This is an optimization exercise on Yosys and OpenROAD, whose aim is small area, not a production implementation. Only simulation tests tie the RTL to the original design; equivalence was not proved. No activity file was given, so power comes from the tool's default toggle rates.

==> design.v <==
`default_nettype none
package mmu_tx_regs_pkg;
        localparam int addr_w = 24;
        localparam int data_w = 32;
        localparam int id_w = 12;
        localparam int off_w = 7;
        localparam int grp_lsb = off_w;
        localparam int zero_w = addr_w - id_w - 2 - off_w;
        localparam logic [id_w-1:0] mmu_tx_cm_id = 12'h001;
        localparam int ddr_num = 4;
        localparam int beat_w = 11;
        localparam logic [beat_w-1:0] beat_init = 11'h350;
        localparam int cnt_num = 14;
        localparam logic [off_w-1:0] cfg_off = 7'h00;
        localparam logic [off_w-1:0] err_off = 7'h00;
        localparam logic [off_w-1:0] sts_pkt_sta = 7'h00;
        localparam logic [off_w-1:0] sts_hacc_sn = 7'h01;
        localparam logic [off_w-1:0] sts_ddr_rsp_sn = 7'h0c;
        localparam logic [off_w-1:0] sts_seq_info = 7'h0d;
        localparam logic [off_w-1:0] sts_beat_bd = 7'h0e;
        typedef logic [data_w-1:0] reg_word_t;
        typedef logic [beat_w-1:0] beat_t;
        typedef enum logic [1:0] {
                grp_cfg = 2'd0,
                grp_err = 2'd1,
                grp_sts = 2'd2,
                grp_cnt = 2'd3
        } reg_group_e;
        typedef struct packed {
                logic rd;
                logic wr;
                logic [addr_w-1:0] addr;
                reg_word_t wdata;
        } cpu_req_t;
        typedef struct packed {
                reg_word_t pkt_sta;
                logic [10:0] hacc_sn;
                logic [10:0] ddr_rsp_sn;
                logic [2:0] seq_info;
                beat_t online_beat;
                logic [5:0] bd_sta;
        } tx_status_t;
        typedef struct packed {
                logic [ddr_num-1:0] rsp_ok;
                logic [ddr_num-1:0] send_ok;
                logic tx2rx_bd_wen;
                logic kernel_bd_wen;
                logic ddr_rsp;
                logic rxffc_wr;
                logic inq_fifo_rd;
                logic tx_cnt;
        } cnt_event_t;
        function automatic logic blk_match(input logic [addr_w-1:0] addr);
                blk_match = (addr[addr_w-1 -: id_w] == mmu_tx_cm_id) &&
                            (addr[grp_lsb+2 +: zero_w] == '0);
        endfunction
        function automatic reg_group_e addr_group(input logic [addr_w-1:0] addr);
                addr_group = reg_group_e'(addr[grp_lsb +: 2]);
        endfunction
        function automatic logic [off_w-1:0] addr_off(input logic [addr_w-1:0] addr);
                addr_off = addr[off_w-1:0];
        endfunction
endpackage
`default_nettype wire
`default_nettype none
`timescale 1ns/1ns
module mmu_tx_ctrl_regs (
        input  wire         clk_sys,
        input  wire         rst,
        input  wire         cfg_wr,
        input  wire         err_wr,
        input  wire [31:0]  wdata,
        input  wire [31:0]  err_flags,
        output logic [10:0] online_beat,
        output logic [31:0] err_q
);
        always_ff @(posedge clk_sys or posedge rst) begin
                if (rst) begin
                        online_beat <= mmu_tx_regs_pkg::beat_init;
                end else if (cfg_wr) begin
                        online_beat <= wdata[10:0];
                end
        end
        always_ff @(posedge clk_sys or posedge rst) begin
                if (rst) begin
                        err_q <= '0;
                end else begin
                        err_q <= (err_q & ~(err_wr ? wdata : 32'd0)) | err_flags;
                end
        end
endmodule
`default_nettype wire
`default_nettype none
`timescale 1ns/1ns
module mmu_tx_cnt_bank (
        input  wire                  clk_sys,
        input  wire                  rst,
        input  wire [13:0]           cnt_wr,
        input  wire [31:0]           wdata,
        input  wire [13:0]           events,
        input  wire                  cnt_clr,
        output logic [32*14-1:0]     cnt_q
);
        logic [13:0] ld, hold;
        logic [32*14-1:0] nxt;
        assign ld = cnt_wr & {14{~cnt_clr}};
        assign hold = ~cnt_wr & {14{~cnt_clr}};
        always_comb begin
                for (int i = 0; i < 14; i++) begin
                        logic c;
                        c = events[i];
                        for (int k = 0; k < 32; k++) begin
                                nxt[32*i+k] = ((cnt_q[32*i+k] ^ c) & hold[i]) | (wdata[k] & ld[i]);
                                c = c & cnt_q[32*i+k];
                        end
                end
        end
        always_ff @(posedge clk_sys or posedge rst) begin
                if (rst) begin
                        cnt_q <= '0;
                end else begin
                        cnt_q <= nxt;
                end
        end
endmodule
`default_nettype wire
`default_nettype none
`timescale 1ns/1ns
module mmu_tx_rd_mux (
        input  wire              clk_sys,
        input  wire              rst,
        input  wire              cpu_rd,
        input  wire              sel_cfg,
        input  wire              sel_err,
        input  wire [4:0]        sel_sts,
        input  wire [13:0]       sel_cnt,
        input  wire [10:0]       online_beat,
        input  wire [31:0]       err_q,
        input  wire [31:0]       sts_pkt_sta,
        input  wire [10:0]       sts_hacc_sn,
        input  wire [10:0]       sts_ddr_rsp_sn,
        input  wire [2:0]        sts_seq_info,
        input  wire [10:0]       sts_online_beat,
        input  wire [5:0]        sts_bd_sta,
        input  wire [32*14-1:0]  cnt_q,
        output logic [31:0]      rd_data,
        output logic             rd_valid
);
        logic [31:0] word;
        logic [31:0] word_q;
        logic rd_q;
        always_comb begin
                word = ({32{sel_cfg}} & {21'd0, online_beat}) |
                       ({32{sel_err}} & err_q) |
                       ({32{sel_sts[0]}} & sts_pkt_sta) |
                       ({32{sel_sts[1]}} & {21'd0, sts_hacc_sn}) |
                       ({32{sel_sts[2]}} & {21'd0, sts_ddr_rsp_sn}) |
                       ({32{sel_sts[3]}} & {29'd0, sts_seq_info}) |
                       ({32{sel_sts[4]}} & {5'd0, sts_online_beat, 10'd0, sts_bd_sta});
                for (int i = 0; i < 14; i++) begin
                        word = word | ({32{sel_cnt[i]}} & cnt_q[32*i +: 32]);
                end
        end
        always_ff @(posedge clk_sys) begin
                word_q <= word;
                rd_data <= word_q;
        end
        always_ff @(posedge clk_sys or posedge rst) begin
                if (rst) begin
                        rd_q <= 1'b0;
                        rd_valid <= 1'b0;
                end else begin
                        rd_q <= cpu_rd;
                        rd_valid <= rd_q;
                end
        end
endmodule
`default_nettype wire
`default_nettype none
`timescale 1ns/1ns
module mmu_tx_regs (
        input  wire         clk_sys,
        input  wire         rst,
        input  wire         cpu_rd,
        input  wire         cpu_wr,
        input  wire [23:0]  cpu_addr,
        input  wire [31:0]  cpu_wdata,
        input  wire [31:0]  sts_pkt_sta,
        input  wire [10:0]  sts_hacc_sn,
        input  wire [10:0]  sts_ddr_rsp_sn,
        input  wire [2:0]   sts_seq_info,
        input  wire [10:0]  sts_online_beat,
        input  wire [5:0]   sts_bd_sta,
        input  wire [31:0]  err_flags,
        input  wire [13:0]  events,
        input  wire         cnt_clr,
        output wire [10:0]  online_beat,
        output wire [31:0]  rd_data,
        output wire         rd_valid
);
        localparam int cnt_num = mmu_tx_regs_pkg::cnt_num;
        logic blk;
        logic [1:0] grp;
        logic [6:0] off;
        logic off0;
        logic sel_cfg, sel_err;
        logic [4:0] sel_sts;
        logic [cnt_num-1:0] sel_cnt;
        assign blk = mmu_tx_regs_pkg::blk_match(cpu_addr);
        assign grp = cpu_addr[8:7];
        assign off = cpu_addr[6:0];
        assign off0 = (off == 7'h00);
        assign sel_cfg = blk && (grp == 2'd0) && off0;
        assign sel_err = blk && (grp == 2'd1) && off0;
        assign sel_sts[0] = blk && (grp == 2'd2) && (off == mmu_tx_regs_pkg::sts_pkt_sta);
        assign sel_sts[1] = blk && (grp == 2'd2) && (off == mmu_tx_regs_pkg::sts_hacc_sn);
        assign sel_sts[2] = blk && (grp == 2'd2) && (off == mmu_tx_regs_pkg::sts_ddr_rsp_sn);
        assign sel_sts[3] = blk && (grp == 2'd2) && (off == mmu_tx_regs_pkg::sts_seq_info);
        assign sel_sts[4] = blk && (grp == 2'd2) && (off == mmu_tx_regs_pkg::sts_beat_bd);
        always_comb begin
                for (int i = 0; i < cnt_num; i++) begin
                        sel_cnt[i] = blk && (grp == 2'd3) && (int'(off) == i);
                end
        end
        logic [31:0] err_q;
        logic [32*cnt_num-1:0] cnt_q;
        mmu_tx_ctrl_regs ctrl_regs_i (
                .clk_sys     (clk_sys),
                .rst         (rst),
                .cfg_wr      (cpu_wr && sel_cfg),
                .err_wr      (cpu_wr && sel_err),
                .wdata       (cpu_wdata),
                .err_flags   (err_flags),
                .online_beat (online_beat),
                .err_q       (err_q)
        );
        mmu_tx_cnt_bank cnt_bank_i (
                .clk_sys (clk_sys),
                .rst     (rst),
                .cnt_wr  ({cnt_num{cpu_wr}} & sel_cnt),
                .wdata   (cpu_wdata),
                .events  (events),
                .cnt_clr (cnt_clr),
                .cnt_q   (cnt_q)
        );
        mmu_tx_rd_mux rd_mux_i (
                .clk_sys         (clk_sys),
                .rst             (rst),
                .cpu_rd          (cpu_rd),
                .sel_cfg         (sel_cfg),
                .sel_err         (sel_err),
                .sel_sts         (sel_sts),
                .sel_cnt         (sel_cnt),
                .online_beat     (online_beat),
                .err_q           (err_q),
                .sts_pkt_sta     (sts_pkt_sta),
                .sts_hacc_sn     (sts_hacc_sn),
                .sts_ddr_rsp_sn  (sts_ddr_rsp_sn),
                .sts_seq_info    (sts_seq_info),
                .sts_online_beat (sts_online_beat),
                .sts_bd_sta      (sts_bd_sta),
                .cnt_q           (cnt_q),
                .rd_data         (rd_data),
                .rd_valid        (rd_valid)
        );
endmodule
`default_nettype wire
`default_nettype none
`timescale 1ns/1ns
module mmu_tx_regs_top (
        input  wire         clk_sys,
        input  wire         rst,
        input  wire         cpu_rd,
        input  wire         cpu_wr,
        input  wire [23:0]  cpu_addr,
        input  wire [31:0]  cpu_wdata,
        input  wire [31:0]  sts_pkt_sta,
        input  wire [10:0]  sts_hacc_sn,
        input  wire [10:0]  sts_ddr_rsp_sn,
        input  wire [2:0]   sts_seq_info,
        input  wire [10:0]  sts_online_beat,
        input  wire [5:0]   sts_bd_sta,
        input  wire [31:0]  err_flags,
        input  wire [13:0]  events,
        input  wire         cnt_clr,
        output wire [10:0]  online_beat,
        output wire [31:0]  rd_data,
        output wire         rd_valid
);
        mmu_tx_regs regs_i (
                .clk_sys         (clk_sys),
                .rst             (rst),
                .cpu_rd          (cpu_rd),
                .cpu_wr          (cpu_wr),
                .cpu_addr        (cpu_addr),
                .cpu_wdata       (cpu_wdata),
                .sts_pkt_sta     (sts_pkt_sta),
                .sts_hacc_sn     (sts_hacc_sn),
                .sts_ddr_rsp_sn  (sts_ddr_rsp_sn),
                .sts_seq_info    (sts_seq_info),
                .sts_online_beat (sts_online_beat),
                .sts_bd_sta      (sts_bd_sta),
                .err_flags       (err_flags),
                .events          (events),
                .cnt_clr         (cnt_clr),
                .online_beat     (online_beat),
                .rd_data         (rd_data),
                .rd_valid        (rd_valid)
        );
endmodule
`default_nettype wire
==> run.sh <==
#!/bin/bash
# synth_recipe.tcl (not shown) runs the flow's synth.tcl, then flattens the netlist and writes it again
# the make line also repeats each setting of config.mk as NAME=value (left out here)
make -C /OpenROAD-flow-scripts/flow DESIGN_CONFIG=/design/flow/config.mk WORK_HOME=/design/flow/orfs CLKGATE_MAP_FILE= SYNTH_SCRIPT=/design/flow/synth_recipe.tcl finish
==> config.mk <==
export PLATFORM = sky130hd
export DESIGN_NAME = mmu_tx_regs_top
export DESIGN_NICKNAME = mmu_tx_regs_top
export VERILOG_FILES = /design/flow/design.v
export SDC_FILE = /design/flow/constraint.sdc
export NUM_CORES = 4
export LEC_CHECK = 0
export CAP_MARGIN = 20
export CORE_MARGIN = 2
export CORE_UTILIZATION = 40
export SLEW_MARGIN = 20
==> constraint.sdc <==
create_clock -name core_clock -period 4.0 [get_ports {clk_sys}]
set_input_delay 0.8000 -clock core_clock [delete_from_list [all_inputs] [get_ports {clk_sys}]]
set_output_delay 0.8000 -clock core_clock [all_outputs]
set_load 0.01 [all_outputs]
==> results of run 1 <==
synthesized netlist by cell type, types with 14 or more instances:
cell type / count
a21o_1: 32
nand4_1: 33
mux2_2: 43
a221oi_1: 29
a22oi_1: 103
nor2_1: 30
nand3_1: 49
nand2_1: 58
a21oi_1: 46
xor2_1: 14
mux2i_1: 21
a222oi_1: 26
nor3_1: 17
a22o_1: 469
clkbuf_1: 120
dfrtp_1: 489
dfxtp_1: 64
buf_2: 68
ha_1: 434
through the flow:
stage               hold slack, ps  instances  setup slack [ps]  util (%)
floorplan                      310       2306             -3480         -
global placement               311       3555             -2700      55.2
detailed placement             312       3557             -2730      55.3
CTS                            316       3686             -1860      58.6
global route                   318       3686             -1950      58.6
finish                         314       3686             -1850      58.6
power by group through the flow:
stage | sequential (mW) | combinational (mW) | clock [mW]
2_1_floorplan | 5.79 | 0.352 | 0
3_3_place_gp | 5.79 | 0.906 | 0
3_5_place_dp | 5.79 | 0.929 | 0
4_1_cts | 5.69 | 0.935 | 6.49
5_1_grt | 5.69 | 0.991 | 6.70
6_report | 5.69 | 0.937 | 6.40
routing by layer:
| layer | track usage, % | wire length [µm] | vias to the layer above |
|---|---|---|---|
| met4 | 15.7 | 6400 | 2 |
| met3 | 5.79 | 8380 | 305 |
| met1 | 41.4 | 48900 | 12200 |
| met5 | 0 | 9 | - |
| li1 | - | - | 9890 |
| met2 | 52.1 | 55600 | 1134 |
final timing paths:
path | from | end | slack, ps | cells past startpoint
max | events[3] | regs_i.cnt_bank_i.cnt_q[127] | -1850 | 34
min | regs_i.rd_mux_i.word_q[1] | regs_i.rd_mux_i.rd_data[1] | 310 | 0
max reg2reg | regs_i.cnt_bank_i.cnt_q[96] | regs_i.cnt_bank_i.cnt_q[127] | -1850 | 33
min reg2reg | regs_i.rd_mux_i.word_q[1] | regs_i.rd_mux_i.rd_data[1] | 310 | 0
max in group asynchronous | rst | regs_i.cnt_bank_i.cnt_q[369] | 2200 | 3
min in group asynchronous | rst | regs_i.cnt_bank_i.cnt_q[407] | 740 | 2
sequential cells by signal, summed over array words and instances (netlist names):
name and count:
regs_i.ctrl_regs_i.err_q 32, regs_i.cnt_bank_i.cnt_q 448, regs_i.rd_mux_i.rd_q 1, regs_i.rd_mux_i.rd_valid 1
regs_i.rd_mux_i.rd_data 32, regs_i.ctrl_regs_i.online_beat 11, regs_i.rd_mux_i.word_q 32
worst max-delay path, delay by kind of cell:
kind	cells	cell delay (ps)
AO/OA/AOI/OAI	1	180
XOR/XNOR	1	140
adder cells (fa/ha/maj)	31	5010
buffers and inverters	1	210
cell type report:
class	instances	area, µm²	share of cell area [%]
clock buffer	105	2140	5.12
tap	950	1190	2.85
timing repair buffer	507	4620	11.1
clock inverter	19	179	0.429
sequential	557	13600	32.6
inverter	4	18.8	0.0450
multi-input combinational	1544	20000	47.9
timing repair:
item	4_1_cts	5_1_grt
setup endpoints to repair	194	174
pin swaps	5	1
setup buffers	5	0
resized for setup	34	5
hold endpoints to repair	0	0
cells in the final DEF (no fill, tap or decap), types with 49 or more instances in the layout:
master           count
nand3_1             49
ha_4               434
nand2_1             58
dfrtp_1            489
clkdlybuf4s50_1    205
dfxtp_1             64
a22oi_1            103
buf_4              262
a22o_1             469
clkbuf_16           73
logic make-up after synthesis:
| logic type | synth area share, % |
|---|---|
| DFF | 47.5 |
| xor gates and xnor gates | 0.428 |
| AOI/OAI and AO/OA | 22.2 |
| muxes | 2.58 |
| and+or+nand+nor | 5.28 |
| buffers and inverters | 3.02 |
| adders and majority gates | 18.9 |
==> run_results.csv, run 1 <==
group,metric,value,unit
critical_path,end_kind,"register",
synthesis,ys_types,63,
global_route,grt_pass1_vias,25000,
floorplanning,die_area,0.0738,mm²
critical_path,critPathSlowestCell,"clkdlybuf4s15_1",
routing,wl,119,mm
routing,routedWlPerCell,32.4,µm
clock_tree,cts_buffers,68,
global_route,grt_pass1_wl,173,mm
sta,rsz0062_at_grt,"yes",
global_route,grt_max_degree,96,
synthesis,ys_seq_area_share,47.5,%
hold_path,hold_path_class,"reg -> reg",
global_route,grt-ovfl-total,0,
pwr,p_seq_share,43.7,%
synthesis,syn_nets,2921,
place,dpl-instance-area,0.0394,mm²
clock_tree,cts_buffer_depth,3,
pwr,power_density,312,mW/mm²
floorplanning,start_util,40.3,%
sta,finalWorstSetupSlack,-1850,ps
sta,drv_slew,0,
synthesis,synthTopCellsByArea,"dfrtp_1, ha_1, a22o_1",
floorplanning,die_w,272,µm
routing,first_iter_violations,2249,
critical_path,arrival,6340,ps
critical_path,path_common_cell,"ha_4",
place,gp_congestion,0.929,
pwr,ir_drop,0.384,mV
routing,viasPerCell,6.38,
sta,tns,-167120,ps
clock_tree,cts_sinks,557,
outcome,outcome,"failed layout checks",
pwr,p_leak,17.3,nW
sta,setup_violations,168,
routing,drc,0,
final_layout,final_layout_size_suffix_gt1_share,34.8,%
synthesis,yosysTopAreaCell,"dfrtp_1",
floorplanning,fp-row-count,98,
final_layout,layout.nets,3297,
pwr,p_int,9.88,mW
outcome,so_faults,"negative setup slack",
pwr,total_power,13.0,mW
pwr,p_sw,3.15,mW
place,place.port_buffers,224,
sta,worst_pin_slew,1120,ps
synthesis,ys_ff_latch,557,
synthesis,async_flop_share,88.5,%
critical_path,crit_path_max_incr_delay,210,ps
global_route,track_usage,32.1,%
floorplanning,boundaryPins,225,
synthesis,syn-cell-area,0.0287,mm²
clock_tree,insertion_delay,610,ps
critical_path,critPathLaunchType,"input port",
critical_path,worstSetupPathType,"in -> reg",
synthesis,syn_inst,2306,
synthesis,synth-main-ff-cell,"dfrtp_1",
synthesis,synth.top_cell.area_share,42.7,%
critical_path,cp.required,4490,ps
floorplanning,coreArea,0.0712,mm²
clock_tree,cts_root_buffer,"clkbuf_16",
clock_tree,tritoncts,"yes",
flow_run,drv_cap,0,
final_layout,antennaDiodeCount,0,
clock_tree,ctsHoldBuffers,0,
synthesis,synth_warnings,4,
critical_path,cp_max_fo,1,
sta,hold_viol,0,
sta,fmax,0.171,GHz
routing,antenna_left,0,
clock_tree,cts_max_level,3,
final_layout,area_growth,45.6,%
clock_tree,path_clk_slew,60,ps
pwr,comb_power_share,7.2,%
global_route,antenna_found_initial,1,
pwr,clockPowerShare,49.1,%
sta,relSlewSlack,25.2,%
place,hpwl,86.8,mm
routing,dr.pass1.iters,8,
synthesis,synth_area_per_cell,12.4,µm²
sta,layout_worst_path_cycle_share,146,%
final_layout,nFillCells,5669,
sta,min_period,5850,ps
pwr,netSwitchingFraction,24.2,%
final_layout,design_area,0.0417,mm²
floorplanning,die_height,272,µm
sta,skew,22.7,ps
routing,vias,23500,
synthesis,synth_edf_count,0,
==> inputs of run 2 (changes only) <==
--- a/design.v
+++ b/design.v
@@ -81,7 +81,7 @@
                         online_beat <= wdata[10:0];
                 end
         end
-        always_ff @(posedge clk_sys or posedge rst) begin
+        always_ff @(posedge clk_sys) begin
                 if (rst) begin
                         err_q <= '0;
                 end else begin
@@ -95,36 +95,152 @@
 module mmu_tx_cnt_bank (
         input  wire                  clk_sys,
         input  wire                  rst,
-        input  wire [13:0]           cnt_wr,
+        input  wire                  cpu_wr,
+        input  wire [13:0]           sel_cnt,
+        input  wire [3:0]            off,
         input  wire [31:0]           wdata,
         input  wire [13:0]           events,
         input  wire                  cnt_clr,
-        output logic [32*14-1:0]     cnt_q
+        output logic [27:0]          rd_hi,
+        output logic [3:0]           rd_lo,
+        output logic                 rd_pend
 );
-        logic [13:0] ld, hold;
-        logic [32*14-1:0] nxt;
-        assign ld = cnt_wr & {14{~cnt_clr}};
-        assign hold = ~cnt_wr & {14{~cnt_clr}};
-        always_comb begin
-                for (int i = 0; i < 14; i++) begin
-                        logic c;
-                        c = events[i];
-                        for (int k = 0; k < 32; k++) begin
-                                nxt[32*i+k] = ((cnt_q[32*i+k] ^ c) & hold[i]) | (wdata[k] & ld[i]);
-                                c = c & cnt_q[32*i+k];
+        localparam int n = 14;
+        localparam int lo_w = 4;
+        localparam int hi_w = 32 - lo_w;
+        logic clr;
+        logic [3:0] rot;
+        logic [n-1:0] rot_hot;
+        logic [n-1:0] head;
+        logic [4:0] slot_sum;
+        logic [3:0] slot;
+        logic cnt_hit;
+        logic [n-1:0] sel_slot;
+        logic [n-1:0] ld_cnt;
+        logic [n-1:0] ld_slot;
+        logic [lo_w-1:0] lo_q [n];
+        logic [n-1:0] pend_q;
+        logic [hi_w-1:0] hi_q [n];
+        logic [hi_w-1:0] hi_inc;
+        logic pend_head;
+        assign clr = cnt_clr | rst;
+        always_ff @(posedge clk_sys) begin
+                if (rst || rot == 4'd13) begin
+                        rot <= '0;
+                end else begin
+                        rot <= rot + 4'd1;
+                end
+        end
+        always_comb begin
+                for (int s = 0; s < n; s++) begin
+                        rot_hot[s] = (rot == 4'(s));
+                end
+                for (int i = 0; i < n; i++) begin
+                        head[i] = rot_hot[n-1-i];
+                end
+        end
+        assign slot_sum = {1'b0, off} + {1'b0, rot};
+        assign slot = (slot_sum >= 5'd14) ? 4'(slot_sum - 5'd14) : slot_sum[3:0];
+        assign cnt_hit = |sel_cnt;
+        always_comb begin
+                for (int s = 0; s < n; s++) begin
+                        sel_slot[s] = cnt_hit && (slot == 4'(s));
+                end
+                for (int s = 0; s < n; s++) begin
+                        ld_slot[s] = cpu_wr && sel_slot[(s + n - 1) % n];
+                end
+        end
+        assign ld_cnt = {n{cpu_wr}} & sel_cnt;
+        always_ff @(posedge clk_sys) begin
+                for (int i = 0; i < n; i++) begin
+                        if (clr) begin
+                                lo_q[i] <= '0;
+                                pend_q[i] <= 1'b0;
+                        end else if (ld_cnt[i]) begin
+                                lo_q[i] <= wdata[lo_w-1:0];
+                                pend_q[i] <= 1'b0;
+                        end else begin
+                                lo_q[i] <= lo_q[i] + lo_w'(events[i]);
+                                pend_q[i] <= (events[i] && (&lo_q[i])) || (pend_q[i] && !head[i]);
                         end
                 end
         end
-        always_ff @(posedge clk_sys or posedge rst) begin
-                if (rst) begin
-                        cnt_q <= '0;
-                end else begin
-                        cnt_q <= nxt;
+        always_comb begin
+                pend_head = 1'b0;
+                for (int i = 0; i < n; i++) begin
+                        pend_head = pend_head | (head[i] & pend_q[i]);
+                end
+        end
+        mmu_tx_inc #(.w(hi_w)) ring_inc_i (
+                .a  (hi_q[n-1]),
+                .ci (pend_head),
+                .y  (hi_inc)
+        );
+        logic [n-1:0] hold_slot, load_slot;
+        logic [hi_w-1:0] hi_prev [n];
+        logic [hi_w-1:0] hi_nxt [n];
+        assign hold_slot = ~ld_slot & {n{~clr}};
+        assign load_slot = ld_slot & {n{~clr}};
+        always_comb begin
+                for (int s = 0; s < n; s++) begin
+                        hi_prev[s] = (s == 0) ? hi_inc : hi_q[(s + n - 1) % n];
+                        hi_nxt[s] = ({hi_w{hold_slot[s]}} & hi_prev[s]) |
+                                    ({hi_w{load_slot[s]}} & wdata[31:lo_w]);
+                end
+        end
+        always_ff @(posedge clk_sys) begin
+                for (int s = 0; s < n; s++) begin
+                        hi_q[s] <= hi_nxt[s];
+                end
+        end
+        always_comb begin
+                rd_hi = '0;
+                rd_lo = '0;
+                rd_pend = 1'b0;
+                for (int s = 0; s < n; s++) begin
+                        rd_hi = rd_hi | ({hi_w{sel_slot[s]}} & hi_q[s]);
+                end
+                for (int i = 0; i < n; i++) begin
+                        rd_lo = rd_lo | ({lo_w{sel_cnt[i]}} & lo_q[i]);
+                        rd_pend = rd_pend | (sel_cnt[i] & pend_q[i]);
                 end
         end
 endmodule
 `default_nettype wire
 `default_nettype none
+module mmu_tx_inc #(
+        parameter int w = 28
+) (
+        input  wire [w-1:0]  a,
+        input  wire          ci,
+        output logic [w-1:0] y
+);
+        localparam int ng = (w + 3) / 4;
+        logic [ng-1:0] grp_all;
+        logic [ng:0] grp_ci;
+        logic [w-1:0] c;
+        always_comb begin
+                for (int g = 0; g < ng; g++) begin
+                        grp_all[g] = 1'b1;
+                        for (int k = 4*g; k < 4*g + 4 && k < w; k++) begin
+                                grp_all[g] = grp_all[g] & a[k];
+                        end
+                end
+                grp_ci[0] = ci;
+                for (int g = 0; g < ng; g++) begin
+                        grp_ci[g+1] = grp_ci[g] & grp_all[g];
+                end
+                for (int g = 0; g < ng; g++) begin
+                        c[4*g] = grp_ci[g];
+                        for (int k = 4*g + 1; k < 4*g + 4 && k < w; k++) begin
+                                c[k] = c[k-1] & a[k-1];
+                        end
+                end
+                y = a ^ c;
+        end
+endmodule
+`default_nettype wire
+`default_nettype none
 `timescale 1ns/1ns
 module mmu_tx_rd_mux (
         input  wire              clk_sys,
@@ -133,7 +249,6 @@
         input  wire              sel_cfg,
         input  wire              sel_err,
         input  wire [4:0]        sel_sts,
-        input  wire [13:0]       sel_cnt,
         input  wire [10:0]       online_beat,
         input  wire [31:0]       err_q,
         input  wire [31:0]       sts_pkt_sta,
@@ -142,12 +257,15 @@
         input  wire [2:0]        sts_seq_info,
         input  wire [10:0]       sts_online_beat,
         input  wire [5:0]        sts_bd_sta,
-        input  wire [32*14-1:0]  cnt_q,
+        input  wire [27:0]       cnt_hi,
+        input  wire [3:0]        cnt_lo,
+        input  wire              cnt_pend,
         output logic [31:0]      rd_data,
         output logic             rd_valid
 );
         logic [31:0] word;
         logic [31:0] word_q;
+        logic pend_q;
         logic rd_q;
         always_comb begin
                 word = ({32{sel_cfg}} & {21'd0, online_beat}) |
@@ -157,13 +275,18 @@
                        ({32{sel_sts[2]}} & {21'd0, sts_ddr_rsp_sn}) |
                        ({32{sel_sts[3]}} & {29'd0, sts_seq_info}) |
                        ({32{sel_sts[4]}} & {5'd0, sts_online_beat, 10'd0, sts_bd_sta});
-                for (int i = 0; i < 14; i++) begin
-                        word = word | ({32{sel_cnt[i]}} & cnt_q[32*i +: 32]);
-                end
+                word = word | {cnt_hi, cnt_lo};
         end
+        logic [27:0] hi_sum;
+        mmu_tx_inc #(.w(28)) rd_inc_i (
+                .a  (word_q[31:4]),
+                .ci (pend_q),
+                .y  (hi_sum)
+        );
         always_ff @(posedge clk_sys) begin
                 word_q <= word;
-                rd_data <= word_q;
+                pend_q <= cnt_pend;
+                rd_data <= {hi_sum, word_q[3:0]};
         end
         always_ff @(posedge clk_sys or posedge rst) begin
                 if (rst) begin
@@ -223,7 +346,9 @@
                 end
         end
         logic [31:0] err_q;
-        logic [32*cnt_num-1:0] cnt_q;
+        logic [27:0] cnt_hi;
+        logic [3:0] cnt_lo;
+        logic cnt_pend;
         mmu_tx_ctrl_regs ctrl_regs_i (
                 .clk_sys     (clk_sys),
                 .rst         (rst),
@@ -237,11 +362,15 @@
         mmu_tx_cnt_bank cnt_bank_i (
                 .clk_sys (clk_sys),
                 .rst     (rst),
-                .cnt_wr  ({cnt_num{cpu_wr}} & sel_cnt),
+                .cpu_wr  (cpu_wr),
+                .sel_cnt (sel_cnt),
+                .off     (off[3:0]),
                 .wdata   (cpu_wdata),
                 .events  (events),
                 .cnt_clr (cnt_clr),
-                .cnt_q   (cnt_q)
+                .rd_hi   (cnt_hi),
+                .rd_lo   (cnt_lo),
+                .rd_pend (cnt_pend)
         );
         mmu_tx_rd_mux rd_mux_i (
                 .clk_sys         (clk_sys),
@@ -250,7 +379,6 @@
                 .sel_cfg         (sel_cfg),
                 .sel_err         (sel_err),
                 .sel_sts         (sel_sts),
-                .sel_cnt         (sel_cnt),
                 .online_beat     (online_beat),
                 .err_q           (err_q),
                 .sts_pkt_sta     (sts_pkt_sta),
@@ -259,7 +387,9 @@
                 .sts_seq_info    (sts_seq_info),
                 .sts_online_beat (sts_online_beat),
                 .sts_bd_sta      (sts_bd_sta),
-                .cnt_q           (cnt_q),
+                .cnt_hi          (cnt_hi),
+                .cnt_lo          (cnt_lo),
+                .cnt_pend        (cnt_pend),
                 .rd_data         (rd_data),
                 .rd_valid        (rd_valid)
         );
--- a/config.mk
+++ b/config.mk
@@ -8,4 +8,5 @@
 export CAP_MARGIN = 20
 export CORE_MARGIN = 2
 export CORE_UTILIZATION = 40
+export CTS_BUF_LIST = sky130_fd_sc_hd__clkbuf_4
 export SLEW_MARGIN = 20
==> run_results.csv, run 2 <==
group,metric,value,unit
flow_run,drv_cap,0,
pwr,power_density,401,mW/mm²
hold_path,hold_path_class,"in -> async",
clock_tree,ctsHoldBuffers,0,
synthesis,ys_seq_area_share,49.4,%
final_layout,final_cells,3554,
final_layout,regMostFlops,"regs_i.cnt_bank_i.hi_q",
global_route,grt_max_degree,41,
clock_tree,cts_root_buffer,"clkbuf_4",
synthesis,syn-cell-area,0.0235,mm²
critical_path,cp.required,4880,ps
critical_path,end_kind,"register",
synthesis,synth.most_common_cell,"dfxtp_1",
routing,dr.pass1.iters,7,
final_layout,final_common_cell,"dfxtp_1",
floorplanning,boundaryPins,225,
final_layout,final_cell_mix,"dfxtp_1, a22o_1, clkbuf_4, clkdlybuf4s50_1, buf_4",
final_layout,largest_reg_flops,392,
place,place.port_buffers,224,
critical_path,critPathLaunchType,"register",
synthesis,async_flop_share,2.26,%
synthesis,synth-main-ff-cell,"dfxtp_1",
critical_path,rr_startpoint,"regs_i.cnt_bank_i.rot[0]",
sta,hold_viol,0,
routing,viasPerCell,6.23,
synthesis,syn_inst,2253,
final_layout,area_growth,28.8,%
routing,wl,96.7,mm
global_route,grt-ovfl-total,0,
critical_path,r2r_slack,130,ps
global_route,antenna_found_initial,3,
global_route,grt_pass1_wl,141,mm
final_layout,reg_top3,"regs_i.cnt_bank_i.hi_q: 392 flops, regs_i.cnt_bank_i.lo_q: 56 flops",
outcome,outcome,"finished clean",
floorplanning,die_w,246,µm
final_layout,utilization,52.2,%
sta,drv_slew,0,
global_route,grt_pass1_vias,22200,
sta,relSlewSlack,37.0,%
floorplanning,die_height,246,µm
sta,fmax,0.258,GHz
synthesis,ys_ff_latch,576,
synthesis,synth_area_per_cell,10.4,µm²
synthesis,synthTopCellsByArea,"dfxtp_1, a22o_1, ha_1",
place,hpwl,66.9,mm
routing,first_iter_violations,2754,
routing,dr_wl_met2,45.7,mm
clock_tree,insertion_delay,1020,ps
critical_path,cp_max_fo,7,
synthesis,ys_types,73,
global_route,track_usage,31.4,%
routing,wl_met1,38.1,mm
floorplanning,coreArea,0.0579,mm²
critical_path,worstSetupPathType,"reg -> reg",
clock_tree,cts_max_level,4,
sta,min_period,3870,ps
routing,routed.top_layer,"met4",
clock_tree,tritoncts,"yes",
routing,drc,0,
sta,worst_pin_slew,942,ps
final_layout,nFillCells,5320,
floorplanning,fp-row-count,88,
floorplanning,die_area,0.0607,mm²
final_layout,layout.nets,2940,
clock_tree,cts_buffers,155,
synthesis,synth_edf_count,0,
critical_path,r2r_cells,16,
sta,layout_worst_path_cycle_share,96.8,%
routing,routedWlPerCell,27.2,µm
final_layout,final_layout_size_suffix_gt1_share,20.2,%
pwr,p_leak,12.0,nW
synthesis,synth_commonest_cells,"dfxtp_1, a22o_1, nand2_1, a22oi_1, clkbuf_1",
clock_tree,cts_buffer_depth,3,
synthesis,yosysTopAreaCell,"dfxtp_1",
routing,vias,22100,
clock_tree,path_clk_slew,70,ps
pwr,ir_drop,0.234,mV
sta,tns,0,ps
sta,setup_violations,0,
critical_path,arrival,4750,ps
clock_tree,cts_sinks,576,
routing,antenna_left,0,
place,dp.cells,3286,
synthesis,syn_nets,2514,
sta,rsz0062_at_grt,"no",
routing,met3_length,8.94,mm
synthesis,synth.top_cell.area_share,48.0,%
critical_path,reg2reg_to,"regs_i.rd_mux_i.word_q[13]",
place,gp_congestion,0.972,
floorplanning,start_util,40.6,%
synthesis,synth_warnings,13,
sta,skew,54.8,ps
-- run 2: layout make-up --
| class | count | area, µm² | share of cell area, % |
|---|---|---|---|
| Antenna cell | 6 | 15.0 | 0.0496 |
| Timing Repair Buffer | 456 | 4590 | 15.2 |
| Inverter | 12 | 45.0 | 0.149 |
| Multi-Input combinational cell | 1478 | 11100 | 36.6 |
| Clock buffer | 226 | 1700 | 5.61 |
| Sequential cell | 576 | 11600 | 38.4 |
| Clock inverter | 35 | 264 | 0.873 |
| Tap cell | 765 | 957 | 3.17 |
-- run 2: per-layer routing --
layer,GRT usage (%),vias up
met5,0,-
met4,15.4,0
met3,6.80,278
met2,51.7,1377
met1,38.9,10800
li1,-,9663
-- run 2: power by group --
part / switching (mW) / internal [mW]
combinational: 0.556 / 0.393
clock: 2.50 / 2.89
sequential: 0.0266 / 5.77
total: 3.08 / 9.05
-- run 2: per-stage QoR --
stage / worst slack (ps) / hold WS (ps) / cell area, µm² / power, mW
2_1_floorplan: 16.7 / 310 / 23500 / 6.30
3_3_place_gp: -659 / 315 / 28200 / 6.83
3_5_place_dp: -751 / 314 / 28200 / 6.84
4_1_cts: 38.4 / 60.8 / 30100 / 12.2
5_1_grt: 2.68 / 143 / 30200 / 12.6
6_report: 129 / 126 / 30200 / 12.1
-- run 2: worst max-delay path by stage --
stage,start,slack (ps),endpoint,cells after the start
detailed placement,cpu_addr[0],-750,regs_i.rd_mux_i.word_q[31],16
global placement,cpu_addr[0],-660,regs_i.rd_mux_i.word_q[31],16
CTS,regs_i.cnt_bank_i.rot[0],40,regs_i.rd_mux_i.word_q[31],16
global route,regs_i.cnt_bank_i.rot[0],3,regs_i.rd_mux_i.word_q[13],16
finish,regs_i.cnt_bank_i.rot[0],130,regs_i.rd_mux_i.word_q[13],16
floorplan,cpu_addr[0],20,regs_i.rd_mux_i.word_q[12],15
-- run 2: worst max-delay path, stage by stage (launching register included) --
cell and delay, ps:
dfxtp_1 320, buf_4 150, ha_2 180, fa_1 420, xnor2_2 170, inv_2 70
ha_2 240, a31oi_4 60, o21a_1 260, buf_4 160, o21ai_4 350, and2_1 360
nor2_1 190, buf_12 190, a222oi_1 350, buf_4 170, nand4_1 70
-- run 2: cells by family (layout without fill, tap and decap cells) --
kind of cell | Yosys count | in the layout | share of synthesized area, %
DFF | 576 | 576 | 49.4
other | 0 | 6 | 0
buffers and inverters | 199 | 729 | 4.06
muxes | 39 | 39 | 1.89
adders and majority gates | 80 | 80 | 4.29
and+or+nand+nor | 510 | 510 | 10.6
xor gates and xnor gates | 44 | 44 | 1.67
AOI/OAI and AO/OA | 805 | 805 | 28.1
-- run 2: timing repair --
item | 4_1_cts | 5_1_grt
gates resized for setup | 1 | 10
pin swaps | 0 | 1
endpoints found under the setup margin | 2 | 78
setup buffers | 0 | 1
==> inputs of run 3 (changes only) <==
--- a/config.mk
+++ b/config.mk
@@ -9,4 +9,5 @@
 export CORE_MARGIN = 2
 export CORE_UTILIZATION = 40
 export CTS_BUF_LIST = sky130_fd_sc_hd__clkbuf_4
+export GPL_TIMING_DRIVEN = 0
 export SLEW_MARGIN = 20
==> run_results.csv, run 3 <==
group,metric,value,unit
outcome,outcome,"failed layout checks",
outcome,so_faults,"negative setup slack",
final_layout,final_cell_mix,"dfxtp_1, a22o_1, clkbuf_4, clkdlybuf4s50_1, nand2_1",
floorplanning,die_height,246,µm
synthesis,synth-main-ff-cell,"dfxtp_1",
critical_path,worstSetupPathType,"reg -> reg",
global_route,grt-ovfl-total,0,
clock_tree,cts_root_buffer,"clkbuf_4",
final_layout,reg_top3,"regs_i.cnt_bank_i.hi_q: 392 flops, regs_i.cnt_bank_i.lo_q: 56 flops",
global_route,grt_pass1_vias,22200,
critical_path,r2r_slack,-20,ps
critical_path,end_kind,"register",
critical_path,crit_buf_inv,3,
place,dpl-instance-area,0.0267,mm²
floorplanning,boundaryPins,225,
sta,fmax,0.249,GHz
critical_path,crit_family,"compound AO/OA/AOI/OAI gates",
routing,vias,23000,
sta,hold_viol,0,
sta,finalWorstSetupSlack,-17.9,ps
global_route,grt_pass1_wl,149,mm
critical_path,critPathLaunchType,"register",
clock_tree,insertion_delay,1040,ps
pwr,comb_power_share,7.4,%
pwr,clockPowerShare,45.7,%
pwr,p_int,9.10,mW
synthesis,ys_ff_latch,576,
pwr,netSwitchingFraction,26.4,%
sta,layout_worst_path_cycle_share,100,%
sta,min_period,4020,ps
synthesis,synth.most_common_cell,"dfxtp_1",
clock_tree,cts_buffers,158,
final_layout,regMostFlops,"regs_i.cnt_bank_i.hi_q",
sta,drv_slew,0,
clock_tree,tritoncts,"yes",
sta,worst_pin_slew,1250,ps
final_layout,final_common_cell,"dfxtp_1",
synthesis,synthTopCellsByArea,"dfxtp_1, a22o_1, ha_1",
pwr,p_leak,11.7,nW
floorplanning,coreArea,0.0579,mm²
final_layout,layout.nets,2934,
routing,routedWlPerCell,29.8,µm
clock_tree,cts_sinks,576,
synthesis,ys_types,73,
pwr,ir_drop,0.278,mV
routing,viasPerCell,6.45,
final_layout,nFillCells,5418,
synthesis,synth.top_cell.area_share,48.0,%
final_layout,utilization,51.0,%
place,gp_congestion,1.00,
floorplanning,fp-row-count,88,
synthesis,synth_area_per_cell,10.4,µm²
clock_tree,path_clk_slew,70,ps
routing,first_iter_violations,3397,
pwr,p_sw,3.27,mW
place,place.port_buffers,219,
critical_path,critPathSlowestCell,"fa_2",
synthesis,syn_inst,2253,
final_layout,final_layout_size_suffix_gt1_share,17.6,%
clock_tree,cts_buffer_depth,3,
sta,setup_violations,5,
routing,drc,0,
synthesis,syn-cell-area,0.0235,mm²
critical_path,crit_path_max_incr_delay,380,ps
floorplanning,die_w,246,µm
synthesis,async_flop_share,2.26,%
final_layout,final_cells,3559,
synthesis,synth_warnings,13,
synthesis,ys_seq_area_share,49.4,%
synthesis,synth_edf_count,0,
final_layout,largest_reg_flops,392,
global_route,antenna_found_initial,10,
global_route,track_usage,34.1,%
floorplanning,die_area,0.0607,mm²
place,dp.cells,3241,
flow_run,drv_cap,0,
final_layout,design_area,0.0296,mm²
critical_path,cp_max_fo,10,
clock_tree,cts_max_level,4,
pwr,power_density,418,mW/mm²
routing,wl,106,mm
routing,dr.pass1.iters,9,
pwr,p_seq_share,46.9,%
critical_path,cp.required,4900,ps
sta,relSlewSlack,16.9,%
place,hpwl,71.3,mm
critical_path,cp_cell_sequence,"ha_1 > fa_2 > xnor2_2 > inv_2 > ha_2 > nand2b_1 > a221oi_2 > nor3_2 > or3_1 > clkbuf_4 > a21oi_4 > a21oi_2 > buf_4 > a22o_1",
pwr,total_power,12.4,mW
hold_path,hold_path_class,"in -> reg",
floorplanning,start_util,40.6,%
synthesis,syn_nets,2514,
sta,rsz0062_at_grt,"yes",
routing,antenna_left,0,
final_layout,area_growth,25.9,%
synthesis,yosysTopAreaCell,"dfxtp_1",
synthesis,synth_commonest_cells,"dfxtp_1, a22o_1, nand2_1, a22oi_1, clkbuf_1",
sta,skew,62.9,ps
global_route,grt_max_degree,17,
critical_path,arrival,4920,ps
## run 3: power by group through the flow
stage,Clock [mW],Combinational [mW],Sequential (mW)
floorplan,0,0.380,5.92
global placement,0,0.818,5.93
detailed placement,0,0.828,5.93
CTS,5.68,0.865,5.80
global route,6.02,0.949,5.80
finish,5.65,0.919,5.80
## run 3: per-stage QoR
stage	setup WS [ps]	TNS (ps)	hold WS (ps)
2_1_floorplan	16.7	0	310
6_report	-17.9	-38.4	237
3_3_place_gp	-2110	-617200	315
3_5_place_dp	-2090	-596400	314
4_1_cts	7.32	0	176
5_1_grt	-52.3	-644	211
## run 3: final timing paths
| check | startpoint | end | cells past startpoint |
|---|---|---|---|
| setup / recovery | regs_i.cnt_bank_i.rot[0] | regs_i.cnt_bank_i.hi_q[9][14] | 14 |
| hold / removal | cpu_rd | regs_i.rd_mux_i.rd_q | 1 |
| setup reg to reg | regs_i.cnt_bank_i.rot[0] | regs_i.cnt_bank_i.hi_q[9][14] | 14 |
| hold reg to reg | regs_i.rd_mux_i.word_q[0] | regs_i.rd_mux_i.rd_data[0] | 0 |
| max in group asynchronous | rst | regs_i.ctrl_regs_i.online_beat[2] | 4 |
| min in group asynchronous | rst | regs_i.ctrl_regs_i.online_beat[10] | 4 |
## run 3: routing by layer
layer / global-route usage, % / routed length [µm] / vias up
met5: 0 / 44 / -
met4: 22.3 / 7620 / 6
met3: 9.18 / 11700 / 445
met2: 52.8 / 46700 / 1723
met1: 41.7 / 40100 / 11100
li1: - / - / 9670
## run 3: timing repair
item                                    CTS  global route
endpoints found under the setup margin  342           340
hold buffers                              0             0
pin swaps                                12             3
gates cloned                              0             0
buffers inserted                         29             9
resized for setup                        81            39
## run 3: layout make-up
class / instances / area [µm²] / area share, %
Sequential cell: 576 / 11600 / 39.2
Multi-Input combinational cell: 1478 / 11200 / 37.9
Timing Repair Buffer: 261 / 2580 / 8.72
Clock buffer: 228 / 1710 / 5.79
Buffer: 186 / 1080 / 3.67
Tap cell: 765 / 957 / 3.24
Clock inverter: 49 / 374 / 1.27
Inverter: 12 / 48.8 / 0.165
Antenna cell: 4 / 10.0 / 0.0339
## run 3: cell families (layout without fill, tap and decap cells)
kind of cell,Yosys count,in the layout,synth area share (%)
compound gates,805,805,28.1
flops,576,576,49.4
simple gates,510,510,10.6
buf+inv,199,736,4.06
fa+ha+maj,80,80,4.29
xor+xnor,44,44,1.67
mux,39,39,1.89
other cells,0,4,0
==> inputs of run 4 (changes only) <==
--- a/config.mk
+++ b/config.mk
@@ -7,7 +7,7 @@
 export LEC_CHECK = 0
 export CAP_MARGIN = 20
 export CORE_MARGIN = 2
-export CORE_UTILIZATION = 40
+export CORE_UTILIZATION = 60
 export CTS_BUF_LIST = sky130_fd_sc_hd__clkbuf_4
 export GPL_TIMING_DRIVEN = 0
 export SLEW_MARGIN = 20
==> run_results.csv, run 4 <==
group,metric,value,unit
synthesis,ys_types,73,
synthesis,synth_area_per_cell,10.4,µm²
flow_run,drv_cap,0,
sta,min_period,4070,ps
floorplanning,die_w,202,µm
floorplanning,coreArea,0.0386,mm²
pwr,comb_power_share,7.7,%
final_layout,final_layout_size_suffix_gt1_share,16.8,%
pwr,netSwitchingFraction,26.1,%
synthesis,synth_commonest_cells,"dfxtp_1, a22o_1, nand2_1, a22oi_1, clkbuf_1",
critical_path,rr_startpoint,"regs_i.cnt_bank_i.rot[0]",
synthesis,ys_seq_area_share,49.4,%
synthesis,synth.top_cell.area_share,48.0,%
synthesis,synthTopCellsByArea,"dfxtp_1, a22o_1, ha_1",
pwr,clockPowerShare,42.9,%
final_layout,final_cell_mix,"dfxtp_1, a22o_1, clkdlybuf4s50_1, clkbuf_4, nand2_1",
outcome,outcome,"failed layout checks",
final_layout,layout.nets,2918,
pwr,p_int,8.68,mW
sta,rsz0062_at_grt,"yes",
sta,relSlewSlack,12.4,%
final_layout,regMostFlops,"regs_i.cnt_bank_i.hi_q",
critical_path,worstSetupPathType,"in -> reg",
final_layout,largest_reg_flops,392,
routing,first_iter_violations,3799,
routing,routedWlPerCell,30.1,µm
synthesis,async_flop_share,2.26,%
place,hpwl,65.1,mm
global_route,grt-ovfl-total,0,
sta,drv_slew,0,
sta,skew,49.6,ps
sta,hold_ws,326,ps
clock_tree,cts_max_level,4,
final_layout,multi_input_comb_area,0.0112,mm²
floorplanning,die_area,0.0407,mm²
hold_path,worstHoldStart,"regs_i.rd_mux_i.word_q[1]",
final_layout,final_cells,3270,
pwr,p_sw,3.07,mW
place,gp_congestion,1.02,
pwr,power_density,406,mW/mm²
critical_path,r2r_slack,0,ps
critical_path,cp_max_fo,10,
synthesis,synth_edf_count,0,
routing,vias,23300,
hold_path,hold_depth,0,
floorplanning,die_height,202,µm
clock_tree,cts_sinks,576,
floorplanning,start_util,60.8,%
pwr,p_leak,11.5,nW
floorplanning,fp-row-count,72,
sta,hold_viol,0,
routing,dr.pass1.iters,12,
synthesis,synth.most_common_cell,"dfxtp_1",
clock_tree,path_clk_slew,60,ps
routing,viasPerCell,7.11,
critical_path,r2r_cells,11,
synthesis,syn-cell-area,0.0235,mm²
synthesis,synth_warnings,13,
place,place.port_buffers,219,
routing,wl,98.5,mm
hold_path,hold_path_class,"reg -> reg",
final_layout,reg_top3,"regs_i.cnt_bank_i.hi_q: 392 flops, regs_i.cnt_bank_i.lo_q: 56 flops",
sta,finalWorstSetupSlack,-66.1,ps
sta,worst_pin_slew,1310,ps
global_route,grt_max_degree,17,
routing,drc,0,
routing,antenna_left,0,
clock_tree,tritoncts,"yes",
critical_path,end_kind,"register",
clock_tree,insertion_delay,900,ps
global_route,grt_pass1_vias,22500,
synthesis,syn_inst,2253,
clock_tree,cts_buffer_depth,3,
clock_tree,ctsHoldBuffers,0,
clock_tree,cts_root_buffer,"clkbuf_4",
pwr,ir_drop,0.233,mV
synthesis,syn_nets,2514,
synthesis,synth-main-ff-cell,"dfxtp_1",
final_layout,final_common_cell,"dfxtp_1",
final_layout,nFillCells,2824,
final_layout,utilization,74.8,%
clock_tree,cts_buffers,146,
pwr,p_seq_share,49.4,%
final_layout,area_growth,23.0,%
floorplanning,boundaryPins,225,
sta,layout_worst_path_cycle_share,102,%
outcome,so_faults,"negative setup slack",
critical_path,critPathLaunchType,"input port",
place,dp.cells,2993,
hold_path,min_to,"regs_i.rd_mux_i.rd_data[1]",
final_layout,register_area,0.0116,mm²
global_route,antenna_found_initial,4,
synthesis,yosysTopAreaCell,"dfxtp_1",
critical_path,arrival,4790,ps
sta,setup_violations,2,
sta,fmax,0.246,GHz
critical_path,reg2reg_to,"regs_i.cnt_bank_i.hi_q[3][20]",
global_route,grt_pass1_wl,141,mm
global_route,track_usage,46.7,%
synthesis,ys_ff_latch,576,
critical_path,cp.required,4730,ps
sta,tns,-70.5,ps
-- run 4: worst max-delay path, stage by stage --
cell and delay (ps):
clkdlybuf4s50_1 550, nor4_1 690, nand2b_1 360, nor3_4 440, clkbuf_2 540, clkbuf_2 560
a211oi_2 250, o311ai_0 230, a221oi_1 130, o2111ai_1 240
-- run 4: final cells by class --
cell class | instances | share of cell area (%)
tap | 518 | 2.24
multi-input combinational | 1478 | 38.9
buffer | 186 | 3.71
antenna | 3 | 0.0260
clock inverter | 37 | 0.888
sequential | 576 | 40.1
inverter | 12 | 0.156
clock buffer | 203 | 5.27
timing repair buffer | 257 | 8.67
-- run 4: per-layer routing --
layer	global-route usage (%)	vias up	routed length (µm)	share of wire, %
li1	-	9609	-	-
met1	58.1	11100	34800	35
met2	68.6	2068	41500	42
met3	16.5	506	15200	15
met4	30.2	6	6970	7.1
met5	1.31	-	105	0.11
-- run 4: per-stage QoR --
| step | setup WS (ps) | power [mW] | area [µm²] |
|---|---|---|---|
| final | -66.1 | 11.7 | 28900 |
| after global routing | -70.4 | 12.0 | 28900 |
| after CTS | -30.9 | 11.6 | 28600 |
| after detailed placement | -1940 | 6.73 | 26400 |
| after global placement | -1940 | 6.71 | 26300 |
| after floorplan | 16.7 | 6.30 | 23500 |
-- run 4: power by group through the flow --
stage	combinational, mW	sequential [mW]	clock (mW)
floorplan	0.380	5.92	0
global placement	0.784	5.93	0
detailed placement	0.801	5.93	0
CTS	0.834	5.80	5.01
global route	0.929	5.80	5.32
finish	0.901	5.80	5.04
-- run 4: logic make-up after synthesis --
group	share of synthesized area [%]
flip-flops	49.4
AND/OR/NAND/NOR	10.6
AO/OA/AOI/OAI	28.1
adder cells (fa/ha/maj)	4.29
multiplexers	1.89
XOR/XNOR	1.67
buffers and inverters	4.06
-- run 4: repair_timing --
item,CTS,global route
resized for setup,68,68
pin swaps,11,7
setup endpoints to repair,408,307
buffers inserted,25,10
-- run 4: worst max path at each step --
stage | start | endpoint | cells past startpoint
final | cpu_addr[1] | regs_i.rd_mux_i.word_q[5] | 10
after global routing | regs_i.cnt_bank_i.rot[0] | regs_i.cnt_bank_i.hi_q[3][7] | 11
after CTS | regs_i.cnt_bank_i.rot[0] | regs_i.cnt_bank_i.hi_q[10][20] | 15
after detailed placement | cpu_addr[0] | regs_i.rd_mux_i.word_q[5] | 16
after global placement | cpu_addr[0] | regs_i.cnt_bank_i.hi_q[7][19] | 15
after floorplan | cpu_addr[0] | regs_i.rd_mux_i.word_q[12] | 15
==> inputs of run 5 (changes only) <==
--- a/config.mk
+++ b/config.mk
@@ -7,7 +7,5 @@
 export LEC_CHECK = 0
 export CAP_MARGIN = 20
 export CORE_MARGIN = 2
-export CORE_UTILIZATION = 60
-export CTS_BUF_LIST = sky130_fd_sc_hd__clkbuf_4
-export GPL_TIMING_DRIVEN = 0
+export CORE_UTILIZATION = 40
 export SLEW_MARGIN = 20
==> run_results.csv, run 5 <==
group,metric,value,unit
outcome,outcome,"finished clean",
synthesis,async_flop_share,2.26,%
clock_tree,path_clk_slew,60,ps
pwr,p_sw,3.04,mW
final_layout,multi_input_comb_area,0.0111,mm²
final_layout,regMostFlops,"regs_i.cnt_bank_i.hi_q",
place,dpl-instance-area,0.0282,mm²
place,hpwl,66.9,mm
critical_path,arrival,4380,ps
final_layout,nFillCells,5181,
place,gp_congestion,0.972,
synthesis,ys_ff_latch,576,
routing,wl,95.8,mm
sta,layout_worst_path_cycle_share,97.1,%
routing,dr.pass1.iters,9,
floorplanning,start_util,40.6,%
synthesis,syn_inst,2253,
sta,worst_pin_slew,961,ps
floorplanning,boundaryPins,225,
final_layout,largest_reg_flops,392,
final_layout,reg_top3,"regs_i.cnt_bank_i.hi_q: 392 flops, regs_i.cnt_bank_i.lo_q: 56 flops",
clock_tree,cts_root_buffer,"clkbuf_16",
synthesis,yosysTopAreaCell,"dfxtp_1",
routing,routedWlPerCell,28.2,µm
global_route,grt_pass1_vias,21500,
synthesis,synthTopCellsByArea,"dfxtp_1, a22o_1, ha_1",
routing,first_iter_violations,2645,
synthesis,synth.most_common_cell,"dfxtp_1",
clock_tree,cts_max_level,2,
global_route,antenna_found_initial,1,
place,place.port_buffers,224,
routing,viasPerCell,6.37,
final_layout,final_common_cell,"dfxtp_1",
floorplanning,die_w,246,µm
clock_tree,insertion_delay,630,ps
clock_tree,cts_sinks,576,
final_layout,register_area,0.0116,mm²
synthesis,synth_commonest_cells,"dfxtp_1, a22o_1, nand2_1, a22oi_1, clkbuf_1",
sta,drv_slew,0,
global_route,track_usage,30.8,%
final_layout,design_area,0.0303,mm²
hold_path,hold_path_class,"reg -> reg",
pwr,ir_drop,0.343,mV
pwr,p_seq_share,46.0,%
synthesis,synth.top_cell.area_share,48.0,%
final_layout,utilization,52.4,%
final_layout,final_cells,3398,
synthesis,ys_seq_area_share,49.4,%
floorplanning,die_area,0.0607,mm²
routing,drc,0,
routing,vias,21600,
sta,setup_violations,0,
clock_tree,cts_buffer_depth,3,
sta,relSlewSlack,35.8,%
global_route,grt_pass1_wl,140,mm
synthesis,syn_nets,2514,
critical_path,worstSetupPathType,"in -> reg",
pwr,netSwitchingFraction,24.1,%
pwr,comb_power_share,7.6,%
final_layout,area_growth,29.2,%
global_route,grt_max_degree,41,
sta,skew,22.3,ps
synthesis,synth_area_per_cell,10.4,µm²
pwr,clockPowerShare,46.4,%
synthesis,synth_warnings,13,
synthesis,ys_types,73,
floorplanning,coreArea,0.0579,mm²
pwr,total_power,12.6,mW
pwr,power_density,415,mW/mm²
synthesis,syn-cell-area,0.0235,mm²
floorplanning,die_height,246,µm
synthesis,synth_edf_count,0,
clock_tree,tritoncts,"yes",
final_layout,layout.nets,2846,
pwr,p_int,9.56,mW
global_route,grt-ovfl-total,0,
final_layout,final_layout_size_suffix_gt1_share,16.4,%
sta,fmax,0.257,GHz
synthesis,synth-main-ff-cell,"dfxtp_1",
critical_path,end_kind,"register",
pwr,p_leak,11.8,nW
routing,antenna_left,0,
critical_path,cp.required,4490,ps
flow_run,drv_cap,0,
clock_tree,cts_buffers,61,
critical_path,cp_max_fo,6,
sta,hold_viol,0,
final_layout,final_cell_mix,"dfxtp_1, a22o_1, clkdlybuf4s50_1, buf_4, nand2_1",
sta,min_period,3880,ps
critical_path,critPathLaunchType,"input port",
place,dp.cells,3286,
floorplanning,fp-row-count,88,
sta,tns,0,ps
-- run 5: kinds of logic (layout without fill, tap and decap cells) --
kind of cell	Yosys count	in the layout	share of synthesized area (%)
AOI/OAI and AO/OA	805	805	28.1
xor gates and xnor gates	44	44	1.67
adders and majority gates	80	80	4.29
buffers and inverters	199	578	4.06
DFF	576	576	49.4
muxes	39	39	1.89
other	0	1	0
and+or+nand+nor	510	510	10.6
-- run 5: worst paths after layout --
| path | from | end | slack (ps) | cells past startpoint |
|---|---|---|---|---|
| worst max-delay path | cpu_addr[0] | regs_i.rd_mux_i.word_q[6] | 120 | 16 |
| worst min-delay path | regs_i.rd_mux_i.word_q[3] | regs_i.rd_mux_i.rd_data[3] | 330 | 0 |
| worst max register to register | regs_i.cnt_bank_i.rot[0] | regs_i.rd_mux_i.word_q[6] | 270 | 16 |
| worst min register to register | regs_i.rd_mux_i.word_q[3] | regs_i.rd_mux_i.rd_data[3] | 330 | 0 |
| max in group asynchronous | rst | regs_i.ctrl_regs_i.online_beat[10] | 3060 | 2 |
| min in group asynchronous | rst | regs_i.rd_mux_i.rd_valid | 530 | 2 |
-- run 5: critical path, stage by stage --
cell and delay [ps]:
clkdlybuf4s50_1 430, ha_2 210, fa_2 370, xnor2_2 210
inv_2 60, ha_2 230, nand2b_1 180, a221oi_2 290
nor3_2 110, buf_4 170, nand3_2 180, a21oi_4 80
buf_4 200, a22oi_1 200, nand2_1 110, or4_1 550
-- run 5: layout make-up --
type / count / share of cell area, %
antenna: 1 / 0.00825
clock buffer: 90 / 5.98
clock inverter: 20 / 0.779
inverter: 12 / 0.148
multi-input combinational: 1478 / 36.6
sequential: 576 / 38.2
tap: 765 / 3.15
timing repair buffer: 456 / 15.1
-- run 5: layer usage --
layer / vias to the layer above / part of all wire (%) / track usage, %
met5: - / 0 / 0
met4: 0 / 4.2 / 13.4
met3: 249 / 8.6 / 5.13
met2: 1230 / 47 / 51.2
met1: 10800 / 40 / 39.4
li1: 9388 / - / -
-- run 5: timing repair --
item	in CTS	in global routing
endpoints found under the setup margin	25	247
gates resized for setup	5	15
pin swaps	1	8
buffers inserted	0	2
hold buffers	0	0
-- run 5: stage by stage --
step	setup WS [ps]	hold WS, ps
after floorplan	16.7	310
after global placement	-659	315
after detailed placement	-751	314
after CTS	8.13	325
after global routing	-24.5	330
final	115	327
-- run 5: power by group through the flow --
stage | logic [mW] | clock network [mW] | registers, mW
finish | 0.953 | 5.85 | 5.80
global route | 0.999 | 6.12 | 5.80
CTS | 0.924 | 5.90 | 5.80
detailed placement | 0.915 | 0 | 5.93
global placement | 0.904 | 0 | 5.93
floorplan | 0.380 | 0 | 5.92
==> inputs of run 6 (changes only) <==
==> flow/run.sh (new file) <==
#!/bin/bash
# Layout with the standard ORFS flow (standard.sh), changing only:
#  - the cell buffer_ports uses for the port buffers (a plain buf_2
#    instead of the default delay cell), every port is still buffered
#  - clock tree synthesis without dummy loads and with small buffers
# Each make step writes its own log under orfs/logs; make's output
# goes to standard.log in this folder.
set -euo pipefail
export BUFFER_PORTS_ARGS="-buffer_cell sky130_fd_sc_hd__buf_2"
export CTS_ARGS="-sink_clustering_enable -repair_clock_nets -dont_use_dummy_load -buf_list sky130_fd_sc_hd__clkbuf_4"
bash standard.sh finish > standard.log 2>&1
==> standard.sh (new file) <==
#!/bin/bash
# synth_recipe.tcl (not shown) runs the flow's synth.tcl, then flattens the netlist and writes it again
# the make line also repeats each setting of config.mk as NAME=value (left out here)
make -C /OpenROAD-flow-scripts/flow DESIGN_CONFIG=/design/flow/config.mk WORK_HOME=/design/flow/orfs CLKGATE_MAP_FILE= SYNTH_SCRIPT=/design/flow/synth_recipe.tcl "${@:-finish}"
--- a/config.mk
+++ b/config.mk
@@ -8,4 +8,5 @@
 export CAP_MARGIN = 20
 export CORE_MARGIN = 2
 export CORE_UTILIZATION = 40
+export CTS_BUF_LIST = sky130_fd_sc_hd__clkbuf_4
 export SLEW_MARGIN = 20
removed: run.sh
==> run_results.csv, run 6 <==
group,metric,value,unit
synthesis,synth.top_cell.area_share,48.0,%
synthesis,synth_area_per_cell,10.4,µm²
pwr,power_density,374,mW/mm²
sta,layout_worst_path_cycle_share,94.6,%
global_route,grt_pass1_vias,22200,
place,place.port_buffers,224,
synthesis,synth_commonest_cells,"dfxtp_1, a22o_1, nand2_1, a22oi_1, clkbuf_1",
floorplanning,coreArea,0.0579,mm²
floorplanning,die_w,246,µm
synthesis,yosysTopAreaCell,"dfxtp_1",
pwr,p_leak,11.7,nW
clock_tree,cts_buffer_depth,3,
critical_path,crit_buf_inv,4,
flow_run,drv_cap,0,
pwr,total_power,10.6,mW
hold_path,hold_depth,3,
clock_tree,cts-resized-gates,0,
global_route,grt-ovfl-total,0,
global_route,track_usage,31.3,%
final_layout,final_common_cell,"dfxtp_1",
final_layout,regMostFlops,"regs_i.cnt_bank_i.hi_q",
routing,wl,96.5,mm
critical_path,crit_family,"compound AO/OA/AOI/OAI gates",
sta,skew,98.1,ps
synthesis,async_flop_share,2.26,%
hold_path,hold_path_class,"in -> reg",
routing,met3_length,9.15,mm
critical_path,critPathSlowestCell,"fa_1",
clock_tree,cts_sinks,576,
routing,antenna_left,0,
clock_tree,ctsHoldBuffers,31,
clock_tree,cts_root_buffer,"clkbuf_4",
critical_path,arrival,4630,ps
synthesis,ys_types,73,
routing,routedWlPerCell,27.9,µm
clock_tree,cts_buffers,155,
floorplanning,boundaryPins,225,
synthesis,ys_ff_latch,576,
synthesis,syn-cell-area,0.0235,mm²
final_layout,final_layout_size_suffix_gt1_share,25.2,%
place,hpwl,66.5,mm
final_layout,final_cell_mix,"dfxtp_1, a22o_1, buf_2, nand2_1, buf_4",
outcome,outcome,"finished clean",
synthesis,synth-main-ff-cell,"dfxtp_1",
final_layout,layout.nets,2948,
sta,relSlewSlack,28.7,%
critical_path,cp_cell_sequence,"ha_2 > fa_1 > xnor2_2 > inv_2 > ha_2 > nand2b_1 > a221oi_1 > nor3_2 > buf_4 > and3_1 > o21a_1 > buf_4 > buf_4 > a221oi_1 > nand4_1",
final_layout,area_growth,21.1,%
sta,hold_viol,0,
place,gp_congestion,0.960,
clock_tree,cts_setup_buffers,0,
final_layout,reg_top3,"regs_i.cnt_bank_i.hi_q: 392 flops, regs_i.cnt_bank_i.lo_q: 56 flops",
synthesis,ys_seq_area_share,49.4,%
routing,first_iter_violations,2603,
routing,vias,22200,
floorplanning,die_area,0.0607,mm²
critical_path,crit_cells,15,
sta,hold_ws,69.7,ps
critical_path,crit_path_max_incr_delay,420,ps
sta,rsz0062_at_grt,"no",
routing,dr_wl_met2,45.4,mm
final_layout,multi_input_comb_area,0.0110,mm²
synthesis,synth.most_common_cell,"dfxtp_1",
floorplanning,die_height,246,µm
clock_tree,insertion_delay,1030,ps
critical_path,end_kind,"register",
clock_tree,path_clk_slew,60,ps
synthesis,syn_nets,2514,
critical_path,critPathLaunchType,"register",
synthesis,syn_inst,2253,
critical_path,r2r_cells,15,
critical_path,cp.required,4840,ps
sta,worst_pin_slew,1070,ps
floorplanning,fp-row-count,88,
sta,fmax,0.264,GHz
sta,drv_slew,0,
global_route,grt_pass1_wl,141,mm
routing,drc,0,
final_layout,largest_reg_flops,392,
critical_path,cp_max_fo,8,
clock_tree,tritoncts,"yes",
routing,routed.top_layer,"met5",
critical_path,path_common_cell,"buf_4",
floorplanning,start_util,40.6,%
pwr,ir_drop,0.200,mV
routing,wl_met1,37.8,mm
sta,setup_violations,0,
clock_tree,cts_max_level,4,
sta,min_period,3780,ps
final_layout,nFillCells,5354,
critical_path,worstSetupPathType,"reg -> reg",
synthesis,synth_warnings,13,
routing,dr.pass1.iters,9,
synthesis,synthTopCellsByArea,"dfxtp_1, a22o_1, ha_1",
global_route,grt_max_degree,42,
final_layout,register_area,0.0116,mm²
routing,viasPerCell,6.42,
global_route,antenna_found_initial,5,
synthesis,synth_edf_count,0,
## run 6: cell counts after synthesis
Identical to the previous run, type by type.
## run 6: stage by stage
stage	utilization [%]	TNS (ps)	setup WS, ps	area, µm²	cells
floorplan	-	0	16.7	23500	2253
global placement	46.5	-36900	-260	26900	3263
detailed placement	46.5	-59020	-277	26900	3263
CTS	49.0	0	244	28400	3449
global route	49.1	0	20.1	28400	3452
finish	49.1	0	216	28500	3457
## run 6: report_power, final
part	switching [mW]	internal, mW	total (mW)
combinational	0.548	0.317	0.864
clock	2.22	1.75	3.97
sequential	0.0272	5.78	5.80
total	2.79	7.85	10.6
## run 6: worst reg2reg max path, delay by kind of cell (launching register included)
kind | cells | cell delay (ps)
AO/OA/AOI/OAI | 3 | 960
adder cells (fa/ha/maj) | 3 | 860
AND/OR/NAND/NOR | 4 | 650
buffers and inverters | 4 | 630
flip-flops | 1 | 350
XOR/XNOR | 1 | 210
## run 6: cells by family (layout without fill, tap and decap cells)
kind of cell / count (synthesis) / in the layout / synth area share (%)
mux: 39 / 39 / 1.89
other cells: 0 / 7 / 0
xor+xnor: 44 / 44 / 1.67
flops: 576 / 576 / 49.4
fa+ha+maj: 80 / 80 / 4.29
simple gates: 510 / 510 / 10.6
compound gates: 805 / 805 / 28.1
buf+inv: 199 / 631 / 4.06
## run 6: final timing paths
kind / end / from / slack [ps]
max: regs_i.rd_mux_i.word_q[15] / regs_i.cnt_bank_i.rot[0] / 220
max reg2reg: regs_i.rd_mux_i.word_q[15] / regs_i.cnt_bank_i.rot[0] / 220
min in group asynchronous: regs_i.ctrl_regs_i.online_beat[1] / rst / 390
min: regs_i.ctrl_regs_i.err_q[25] / err_flags[25] / 70
max in group asynchronous: regs_i.ctrl_regs_i.online_beat[5] / rst / 3100
min reg2reg: regs_i.rd_mux_i.rd_data[3] / regs_i.rd_mux_i.word_q[3] / 330
## run 6: per-layer routing
metal | up-vias | global-route usage, %
met1 | 10900 | 38.4
met3 | 275 | 8.03
met4 | 2 | 15.2
met5 | - | 0
li1 | 9592 | -
met2 | 1378 | 51.0
## run 6: final cells by class
type | count | area share [%]
Antenna cell | 7 | 0.0616
Clock buffer | 155 | 4.09
Inverter | 12 | 0.158
Multi-Input combinational cell | 1478 | 38.8
Sequential cell | 576 | 40.8
Tap cell | 765 | 3.36
Timing Repair Buffer | 464 | 12.8

==> afterwards: timing with drivers on the ports <==
The results above use ideal ports. As a check the final layouts listed here were re-extracted and re-timed, cells and wires unchanged.
Step 1: set_driving_cell puts a clkbuf_16 on clk_sys and a buf_2 on each other input, an assumption about the parent block.
Step 2, shift: input delay + t, output delay - t, t = (earliest + latest rising clock arrival at the registers) / 2. This alone moves slack from input paths to output paths.
a / b / c = ideal ports / drivers / drivers and shift; a / b = the first two.
run	shift t [ns]	setup WS [ns]	worst slew at a driven data input, ns
run 1	0.669	-1.855 / -1.848 / -2.489	0.12
run 2	1.051	0.129 / 0.129 / -0.685	0.06
run 3	1.065	-0.018 / -0.018 / -1.067	0.06
run 4	0.929	-0.066 / -0.037 / -0.966	0.07
run 5	0.686	0.115 / 0.137 / -0.549	0.06
run 6	1.042	0.216 / 0.216 / -0.375	0.09
Met with ideal ports but missed after step 2: setup timing in run 2, run 5 and run 6. For run 3, which loses most, drivers alone change the setup slack by 0.000 ns; drivers and shift together by -1.049 ns.
